Background: an optimization exercise with open tools, aiming at small area. Do not read the settings as production practice. The RTL was checked by simulation tests, not by an equivalence proof against the original design. Power figures rest on the tool's default switching activity, not on a simulated workload.

File: flow/run.sh
#!/bin/bash
# synth_recipe.tcl (not shown) runs the flow's synth.tcl, then flattens the netlist and writes it again
# the make line also repeats each setting of config.mk as NAME=value (left out here)
make -C /OpenROAD-flow-scripts/flow DESIGN_CONFIG=/design/flow/config.mk WORK_HOME=/design/flow/orfs CLKGATE_MAP_FILE= SYNTH_SCRIPT=/design/flow/synth_recipe.tcl finish
File: flow/config.mk
export PLATFORM = sky130hd
export DESIGN_NAME = dma_rd_top
export DESIGN_NICKNAME = dma_rd_top
export VERILOG_FILES = /design/flow/design.v
export SDC_FILE = /design/flow/constraint.sdc
export NUM_CORES = 4
export LEC_CHECK = 0
export CAP_MARGIN = 20
export CORE_MARGIN = 2
export CORE_UTILIZATION = 40
export SLEW_MARGIN = 20
File: flow/constraint.sdc
create_clock -name core_clock -period 7.2 [get_ports {clk}]
set_input_delay 1.4400 -clock core_clock [delete_from_list [all_inputs] [get_ports {clk}]]
set_output_delay 1.4400 -clock core_clock [all_outputs]
set_load 0.01 [all_outputs]
File: flow/design.v
module mrd_req_gen #(
  parameter int unsigned CNT_W = 16
) (
  input  logic             clk,
  input  logic             rst_n,
  input  logic             init_i,       
  input  logic [CNT_W-1:0] pkt_total_i,  
  input  logic             mrd_work_i,   
  output logic             req_o,
  output logic [CNT_W-1:0] req_cnt_o
);
  logic [CNT_W-1:0] req_cnt;
  logic             more_left;
  assign more_left = (req_cnt < pkt_total_i);       
  assign req_o     = mrd_work_i & more_left;        
  always_ff @(posedge clk or negedge rst_n) begin
    if (!rst_n) begin
      req_cnt <= '0;
    end else if (init_i) begin
      req_cnt <= '0;
    end else if (req_o) begin
      req_cnt <= req_cnt + 1'b1;
    end
  end
  assign req_cnt_o = req_cnt;
endmodule
module mrd_throttle #(
  parameter int unsigned CPL_LIMIT = 8,
  parameter int unsigned LEN_W     = 11,
  parameter int unsigned CNT_W     = 16,
  parameter int unsigned DW_W      = 32
) (
  input  logic             clk,
  input  logic             rst_n,
  input  logic             init_i,
  input  logic             start_i,       
  input  logic [LEN_W-1:0] len_dw_i,      
  input  logic             rcb_128_i,     
  input  logic             metering_i,    
  input  logic [CNT_W-1:0] req_cnt_i,     
  input  logic [DW_W-1:0]  cpl_dw_i,      
  input  logic             malformed_i,
  input  logic             data_err_i,
  output logic             mrd_work_o,    
  output logic [CNT_W-1:0] hwm_cnt_o,
  output logic [DW_W-1:0]  hwm_dw_o,
  output logic             cpl_found_o
);
  localparam logic [DW_W-1:0] HWM_DW_RST = '1;
  logic [CNT_W-1:0] hwm_cnt;      
  logic [DW_W-1:0]  hwm_dw;       
  logic             found_q;
  logic             cpl_found;
  logic             mrd_work;
  logic [CNT_W-1:0] burst_cnt;
  always_comb begin
    if (len_dw_i == LEN_W'(1)) begin
      burst_cnt = CNT_W'(CPL_LIMIT);
    end else if (!rcb_128_i) begin             
      if (len_dw_i <= LEN_W'(16))
        burst_cnt = CNT_W'(CPL_LIMIT / 2);
      else if (len_dw_i <= LEN_W'(64))
        burst_cnt = CNT_W'(CPL_LIMIT / 4);
      else
        burst_cnt = CNT_W'(CPL_LIMIT / 8);
    end else begin                             
      if (len_dw_i <= LEN_W'(32))
        burst_cnt = CNT_W'(CPL_LIMIT / 2);
      else if (len_dw_i <= LEN_W'(128))
        burst_cnt = CNT_W'(CPL_LIMIT / 4);
      else
        burst_cnt = CNT_W'(CPL_LIMIT / 8);
    end
  end
  always_ff @(posedge clk or negedge rst_n) begin
    if (!rst_n) begin
      found_q <= 1'b0;
    end else if (init_i) begin
      found_q <= 1'b0;
    end else begin
      found_q <= (req_cnt_i == CNT_W'(hwm_cnt + 1'b1)) && (cpl_dw_i >= hwm_dw);
    end
  end
  assign cpl_found = found_q & ~mrd_work;   
  always_ff @(posedge clk or negedge rst_n) begin
    if (!rst_n) begin
      hwm_cnt <= '0;
      hwm_dw  <= HWM_DW_RST;
    end else if (init_i) begin
      hwm_cnt <= '0;
      hwm_dw  <= HWM_DW_RST;
    end else if (start_i) begin
      if (hwm_cnt == '0) begin
        hwm_cnt <= burst_cnt;                          
        hwm_dw  <= DW_W'(len_dw_i);
      end else if (malformed_i || data_err_i) begin
        hwm_cnt <= '0;                                 
        hwm_dw  <= HWM_DW_RST;
      end else if (cpl_found) begin
        hwm_cnt <= hwm_cnt + 1'b1;                     
        hwm_dw  <= hwm_dw + DW_W'(len_dw_i);
      end
    end
  end
  assign mrd_work = metering_i ? (start_i & (hwm_cnt >= req_cnt_i)) : start_i;
  assign mrd_work_o  = mrd_work;
  assign hwm_cnt_o   = hwm_cnt;
  assign hwm_dw_o    = hwm_dw;
  assign cpl_found_o = cpl_found;
endmodule
module cpl_tracker #(
  parameter int unsigned LEN_W = 11,
  parameter int unsigned CNT_W = 16,
  parameter int unsigned DW_W  = 32
) (
  input  logic             clk,
  input  logic             rst_n,
  input  logic             init_i,
  input  logic [LEN_W-1:0] len_dw_i,       
  input  logic [CNT_W-1:0] pkt_total_i,    
  input  logic             cpl_valid_i,    
  input  logic [LEN_W-1:0] cpl_len_dw_i,   
  input  logic             cpl_poisoned_i, 
  output logic [DW_W-1:0]  cpl_dw_o,       
  output logic             malformed_o,    
  output logic             data_err_o,     
  output logic             err_o,          
  output logic             done_o          
);
  logic [DW_W-1:0] cpl_dw;
  logic [DW_W-1:0] cpl_dw_nxt;
  logic [DW_W-1:0] dw_expected;
  logic            bad_len;
  logic            poison;
  logic            malformed_q;
  logic            data_err_q;
  logic            err_q;
  logic            done_q;
  assign bad_len = cpl_valid_i &
                   ((cpl_len_dw_i == '0) || (cpl_len_dw_i > len_dw_i));
  assign poison  = cpl_valid_i & cpl_poisoned_i;
  assign dw_expected = DW_W'(pkt_total_i) * DW_W'(len_dw_i);
  assign cpl_dw_nxt  = cpl_dw + DW_W'(cpl_len_dw_i);
  always_ff @(posedge clk or negedge rst_n) begin
    if (!rst_n) begin
      cpl_dw      <= '0;
      malformed_q <= 1'b0;
      data_err_q  <= 1'b0;
      err_q       <= 1'b0;
      done_q      <= 1'b0;
    end else if (init_i) begin
      cpl_dw      <= '0;
      malformed_q <= 1'b0;
      data_err_q  <= 1'b0;
      err_q       <= 1'b0;
      done_q      <= 1'b0;
    end else begin
      malformed_q <= bad_len;                      
      data_err_q  <= poison;
      err_q       <= err_q | bad_len | poison;     
      if (cpl_valid_i) begin
        cpl_dw <= cpl_dw_nxt;
        if (cpl_dw_nxt == dw_expected) begin
          done_q <= 1'b1;                          
        end
      end
    end
  end
  assign cpl_dw_o    = cpl_dw;
  assign malformed_o = malformed_q;
  assign data_err_o  = data_err_q;
  assign err_o       = err_q;
  assign done_o      = done_q;
endmodule
module dma_rd_top (
  input  logic        clk,
  input  logic        rst_n,
  input  logic        init_i,
  input  logic        start_i,
  input  logic [10:0] cfg_len_dw_i,      
  input  logic [15:0] cfg_pkt_total_i,   
  input  logic        cfg_rcb_128_i,     
  input  logic        cfg_metering_i,    
  input  logic        cpl_valid_i,       
  input  logic [10:0] cpl_len_dw_i,      
  input  logic        cpl_poisoned_i,    
  output logic        req_o,
  output logic [15:0] req_cnt_o,
  output logic [31:0] cpl_dw_o,
  output logic [15:0] hwm_cnt_o,
  output logic        done_o,
  output logic        err_o
);
  localparam int unsigned CPL_LIMIT = 8;    
  localparam int unsigned LEN_W     = 11;   
  localparam int unsigned CNT_W     = 16;   
  localparam int unsigned DW_W      = 32;   
  logic             mrd_work;
  logic [CNT_W-1:0] req_cnt;
  logic [DW_W-1:0]  cpl_dw;
  logic             malformed;
  logic             data_err;
  mrd_req_gen #(
    .CNT_W (CNT_W)
  ) u_req_gen (
    .clk         (clk),
    .rst_n       (rst_n),
    .init_i      (init_i),
    .pkt_total_i (cfg_pkt_total_i),
    .mrd_work_i  (mrd_work),
    .req_o       (req_o),
    .req_cnt_o   (req_cnt)
  );
  mrd_throttle #(
    .CPL_LIMIT (CPL_LIMIT),
    .LEN_W     (LEN_W),
    .CNT_W     (CNT_W),
    .DW_W      (DW_W)
  ) u_throttle (
    .clk         (clk),
    .rst_n       (rst_n),
    .init_i      (init_i),
    .start_i     (start_i),
    .len_dw_i    (cfg_len_dw_i),
    .rcb_128_i   (cfg_rcb_128_i),
    .metering_i  (cfg_metering_i),
    .req_cnt_i   (req_cnt),
    .cpl_dw_i    (cpl_dw),
    .malformed_i (malformed),
    .data_err_i  (data_err),
    .mrd_work_o  (mrd_work),
    .hwm_cnt_o   (hwm_cnt_o),
    .hwm_dw_o    (),             
    .cpl_found_o ()
  );
  cpl_tracker #(
    .LEN_W (LEN_W),
    .CNT_W (CNT_W),
    .DW_W  (DW_W)
  ) u_cpl_tracker (
    .clk            (clk),
    .rst_n          (rst_n),
    .init_i         (init_i),
    .len_dw_i       (cfg_len_dw_i),
    .pkt_total_i    (cfg_pkt_total_i),
    .cpl_valid_i    (cpl_valid_i),
    .cpl_len_dw_i   (cpl_len_dw_i),
    .cpl_poisoned_i (cpl_poisoned_i),
    .cpl_dw_o       (cpl_dw),
    .malformed_o    (malformed),
    .data_err_o     (data_err),
    .err_o          (err_o),
    .done_o         (done_o)
  );
  assign req_cnt_o = req_cnt;
  assign cpl_dw_o  = cpl_dw;
endmodule
==> results.toml <==
[placed_design]
gpl.final_weighted_congestion = 0.938
dpl.hpwl_microns = 37600
dpl_worst_slack_ns = -0.215
dpl_cell_area_sq_um = 17000
number_of_instances_in_the_placed_design = 2363
io_buffer_count = 112

[power]
power.share.combinational_pct = 78.1
sw_frac_of_total_pct = 46.1
power.sequential.fraction_pct = 12.7
power.static_leakage_nw = 8.14
total_switching_power_mw = 2.56
clock_power_share_pct = 9.2
cell_internal_pwr_mw = 2.99
vdd.ir_drop.worst_mv = 0.246
p_per_area_nw_per_um2 = 320

[logic_synthesis]
ys_types = 77
ys_dominant_reg_cell = "sky130_fd_sc_hd__dfrtp_1"
number_of_storage_elements_in_the_synthesis_netlist = 101
yosysWarnings = 3
netlist_top_cells_count = "sky130_fd_sc_hd__inv_1 (201), sky130_fd_sc_hd__nor2_1 (187), sky130_fd_sc_hd__nand2_1 (166), sky130_fd_sc_hd__ha_1 (164), sky130_fd_sc_hd__fa_1 (127)"
synth-async-reset-ratio_pct = 100
synth_edf_count = 0
netlist.area_leader.share_pct = 17.6
synth_sequential_area_ratio_pct = 17.7
synthDominantAreaCellType = "sky130_fd_sc_hd__fa_1"
netlist_instances = 1734
yosys-top-cells-area = "sky130_fd_sc_hd__fa_1 (18%), sky130_fd_sc_hd__ha_1 (14%), sky130_fd_sc_hd__dfrtp_1 (12%)"
syn_nets = 2071
synth_most_common_cell = "sky130_fd_sc_hd__inv_1"
avgSynthCellArea_sq_um = 8.35
synth.cell_area_sq_um = 14500

[worst_hold_path]
holdPathEnd = "u_throttle.hwm_dw[31]$_DFFE_PN1P_"
min_path_type = "reg -> reg"
holdCritStartpoint = "u_throttle.hwm_dw[31]$_DFFE_PN1P_"
worstHoldPathCells = 1

[timing]
worst_slew_pin_slew_ns = 0.957
fin_setup_tns_ns = 0
finalMaxSlewViolations = 0
final_hold_viol_count = 0
finalHoldWorstSlack_ns = 0.507
finClkSkew_ns = 0.0167
timing.slew.headroom_pct = 36.2
final-setup-viol-count = 0
timing.fmax_mhz = 144
finalCriticalPeriod_ns = 6.94
setup_ws_ns = 0.260
layout_worst_path_cycle_share_pct = 96.4

[routing]
routed_wl_microns = 46200
met3_length_microns = 3140
viasPerCell = 5.52
wl_met2_microns = 21000
detail_route.wirelength.met1_microns = 21300
drtPass1Iterations = 8
residual_drc = 0
drtAntennaViolNets = 0
first_iter_violations = 1004
vias = 13200
wire_per_inst_microns = 19.4
topRoutingLayerUsed = "met4"

[worst_setup_path]
setup.worst_path.end_class = "register"
cp-start-kind = "input port"
r2r_cells = 11
cp_max_fo = 7
reg2reg_from = "u_req_gen.req_cnt[9]$_DFFE_PN0P_"
path_class = "in -> reg"
worst_ep_required_time_ns = 7.48
crit_arrival_ns = 7.22
timing.reg2reg.setup_slack_ns = 3.20
regToRegEndpoint = "u_throttle.hwm_dw[28]$_DFFE_PN1P_"

[floorplan]
placement_rows = 69
coreArea_sq_um = 35700
initial_utilization_pct = 40.6
die_h_microns = 194
area_of_the_die_sq_um = 37700
die_x_microns = 194
io-pin-count = 113

[clock_network]
cts.sinks = 101
cts-root-buf = "sky130_fd_sc_hd__clkbuf_16"
numCtsBuffers = 9
post_cts_hold_buffer_count = 0
tritoncts_clock_tree = "done"
cts_htree_levels = 3
clock_path_buffers = 2
clk_pin_slew_worst_paths_ns = 0.08
clkLatencyLatePin_ns = 0.36

[global_routing]
number_of_antenna_violations_at_the_first_check_in_global_routing = 2
grt_overflow_total = 0
grt_first_pass_wirelength_microns = 73200
grt_start_max_net_pins = 70
first_global_vias = 13100
globalRouteTotalUtil_pct = 24.6

[final_layout]
register_area_sq_um = 2570
fillCellCount = 3460
multiInputGateArea_sq_um = 10900
final_design_area_no_fill_sq_um = 17300
finish.cell_count_without_fillers = 2382
design.final.nets = 2251
layout-area-overhead-vs-synth_pct = 19.7
final_layout_size_suffix_gt1_share_pct = 11.0

[job]
drv_cap = 0

[run_status]
status = "complete, no violations"
worst max-delay path: stages:
cell                              delay, ns
sky130_fd_sc_hd__clkdlybuf4s50_1       0.51
sky130_fd_sc_hd__buf_12                0.15
sky130_fd_sc_hd__nand2_1               0.08
sky130_fd_sc_hd__fa_1                  0.51
sky130_fd_sc_hd__fa_1                  0.53
sky130_fd_sc_hd__fa_1                  0.54
sky130_fd_sc_hd__fa_1                  0.52
sky130_fd_sc_hd__fa_1                  0.55
sky130_fd_sc_hd__inv_1                 0.05
sky130_fd_sc_hd__ha_1                  0.32
sky130_fd_sc_hd__a211oi_2              0.28
sky130_fd_sc_hd__o21ai_0               0.14
sky130_fd_sc_hd__o21bai_1              0.18
sky130_fd_sc_hd__xnor2_1               0.22
sky130_fd_sc_hd__xnor2_1               0.13
sky130_fd_sc_hd__a2111oi_4             0.33
sky130_fd_sc_hd__nand4_1               0.18
sky130_fd_sc_hd__nor4_2                0.19
sky130_fd_sc_hd__o2111ai_1             0.16
sky130_fd_sc_hd__o32ai_2               0.20
kinds of logic after synthesis:
group	after synthesis	share of synthesized area [%]
compound gates	341	15.5
fa+ha+maj	291	31.7
flops	101	17.7
mux	13	0.916
simple gates	573	18.6
buf+inv	280	7.37
xor+xnor	135	8.22
flip-flops by register name (all words and copies together), names as in the netlist:
register,cells
u_req_gen.req_cnt,16
u_cpl_tracker.err_q,1
u_cpl_tracker.malformed_q,1
u_cpl_tracker.data_err_q,1
u_cpl_tracker.cpl_dw,32
u_throttle.found_q,1
u_throttle.hwm_cnt,16
u_throttle.hwm_dw,32
u_cpl_tracker.done_q,1
layer usage:
metal	up-vias	track usage [%]
met2	412	38.9
met3	49	3.65
li1	6258	-
met1	6436	35.4
met5	-	0
met4	0	6.13
area by class of cell:
cell class | count | area share (%)
sequential | 101 | 14.8
clock inverter | 3 | 0.130
inverter | 210 | 4.55
tap | 461 | 3.33
antenna | 2 | 0.0289
clock buffer | 13 | 1.62
multi-input combinational | 1353 | 62.8
timing repair buffer | 239 | 12.7
power groups by stage:
stage | logic, mW | clock network, mW | registers [mW]
after floorplan | 2.90 | 0 | 0.695
after global placement | 4.17 | 0 | 0.715
after CTS | 4.26 | 0.521 | 0.706
after detailed placement | 4.22 | 0 | 0.716
after global routing | 4.81 | 0.543 | 0.714
final | 4.33 | 0.511 | 0.707
placed cells by master, fill, tap and decap left out, types with 5 or more instances in the layout:
master	count
sky130_fd_sc_hd__a2111oi_0	7
sky130_fd_sc_hd__a211o_1	12
sky130_fd_sc_hd__a211oi_1	13
sky130_fd_sc_hd__a21o_1	26
sky130_fd_sc_hd__a21oi_1	88
sky130_fd_sc_hd__a2bb2oi_1	5
sky130_fd_sc_hd__a311oi_1	7
sky130_fd_sc_hd__a31oi_1	11
sky130_fd_sc_hd__and2_1	17
sky130_fd_sc_hd__and3_1	28
sky130_fd_sc_hd__and4_1	6
sky130_fd_sc_hd__buf_12	10
sky130_fd_sc_hd__buf_4	118
sky130_fd_sc_hd__clkbuf_16	10
sky130_fd_sc_hd__clkdlybuf4s50_1	106
sky130_fd_sc_hd__clkinv_1	7
sky130_fd_sc_hd__dfrtp_1	69
sky130_fd_sc_hd__dfstp_2	32
sky130_fd_sc_hd__fa_1	126
sky130_fd_sc_hd__ha_1	164
sky130_fd_sc_hd__inv_1	201
sky130_fd_sc_hd__mux2i_1	11
sky130_fd_sc_hd__nand2_1	166
sky130_fd_sc_hd__nand2b_1	23
sky130_fd_sc_hd__nand3_1	38
sky130_fd_sc_hd__nand4_1	39
sky130_fd_sc_hd__nor2_1	184
sky130_fd_sc_hd__nor2b_1	10
sky130_fd_sc_hd__nor3_1	22
sky130_fd_sc_hd__nor4_1	11
sky130_fd_sc_hd__o211ai_1	10
sky130_fd_sc_hd__o21a_1	13
sky130_fd_sc_hd__o21ai_0	75
sky130_fd_sc_hd__o21bai_1	6
sky130_fd_sc_hd__o22a_1	5
sky130_fd_sc_hd__o22ai_1	11
sky130_fd_sc_hd__o31ai_1	8
sky130_fd_sc_hd__or3_1	9
sky130_fd_sc_hd__xnor2_1	98
sky130_fd_sc_hd__xor2_1	36
stage by stage:
step	util [%]	total power [mW]
after floorplan	-	3.60
after global placement	47.6	4.88
after detailed placement	47.6	4.93
after CTS	48.5	5.49
after global routing	48.6	6.06
final	48.6	5.55
worst max-delay path by stage:
| stage | startpoint | to | slack (ns) | cells past startpoint |
|---|---|---|---|---|
| finish | cfg_len_dw_i[10] | u_cpl_tracker.done_q$_DFFE_PN0P_ | 0.26 | 20 |
| global route | cfg_len_dw_i[10] | u_cpl_tracker.done_q$_DFFE_PN0P_ | -0.01 | 20 |
| CTS | cfg_len_dw_i[10] | u_cpl_tracker.done_q$_DFFE_PN0P_ | 0.15 | 21 |
| detailed placement | cfg_len_dw_i[10] | u_cpl_tracker.done_q$_DFFE_PN0P_ | -0.22 | 21 |
| global placement | cfg_len_dw_i[10] | u_cpl_tracker.done_q$_DFFE_PN0P_ | -0.21 | 21 |
| floorplan | cfg_len_dw_i[7] | u_cpl_tracker.done_q$_DFFE_PN0P_ | 0.25 | 20 |
timing repair:
action | CTS | global route
hold endpoints to repair | 0 | 0
endpoints found under the setup margin | 0 | 1
buffers inserted | 0 | 1
resized for setup | 0 | 15

-- static timing again, ports no longer ideal --
No port has a modelled driver above. Below, the same layout with a new extraction and two added sets of constraints.
Step 1 sets driving cells, clkbuf_16 on the clock port and buf_2 on the other inputs (assumed; they add their load-dependent delay and slew).
Step 2 times the ports against the registers' clock, not the clock port: input delays grow and output delays shrink by t, the midpoint of the rising clock arrivals with the driver on.
a / b / c = no drivers / after step 1 / after step 2; a / b = the first two.
shift t [ns]: 0.405
setup slack, ns: 0.260 / 0.268 / -0.138
worst hold slack (ns): 0.507 / 0.507 / 0.507
Met with ideal ports but missed after step 2: setup timing in this run. For this run, drivers alone change the setup slack by +0.008 ns; drivers and shift together by -0.398 ns.
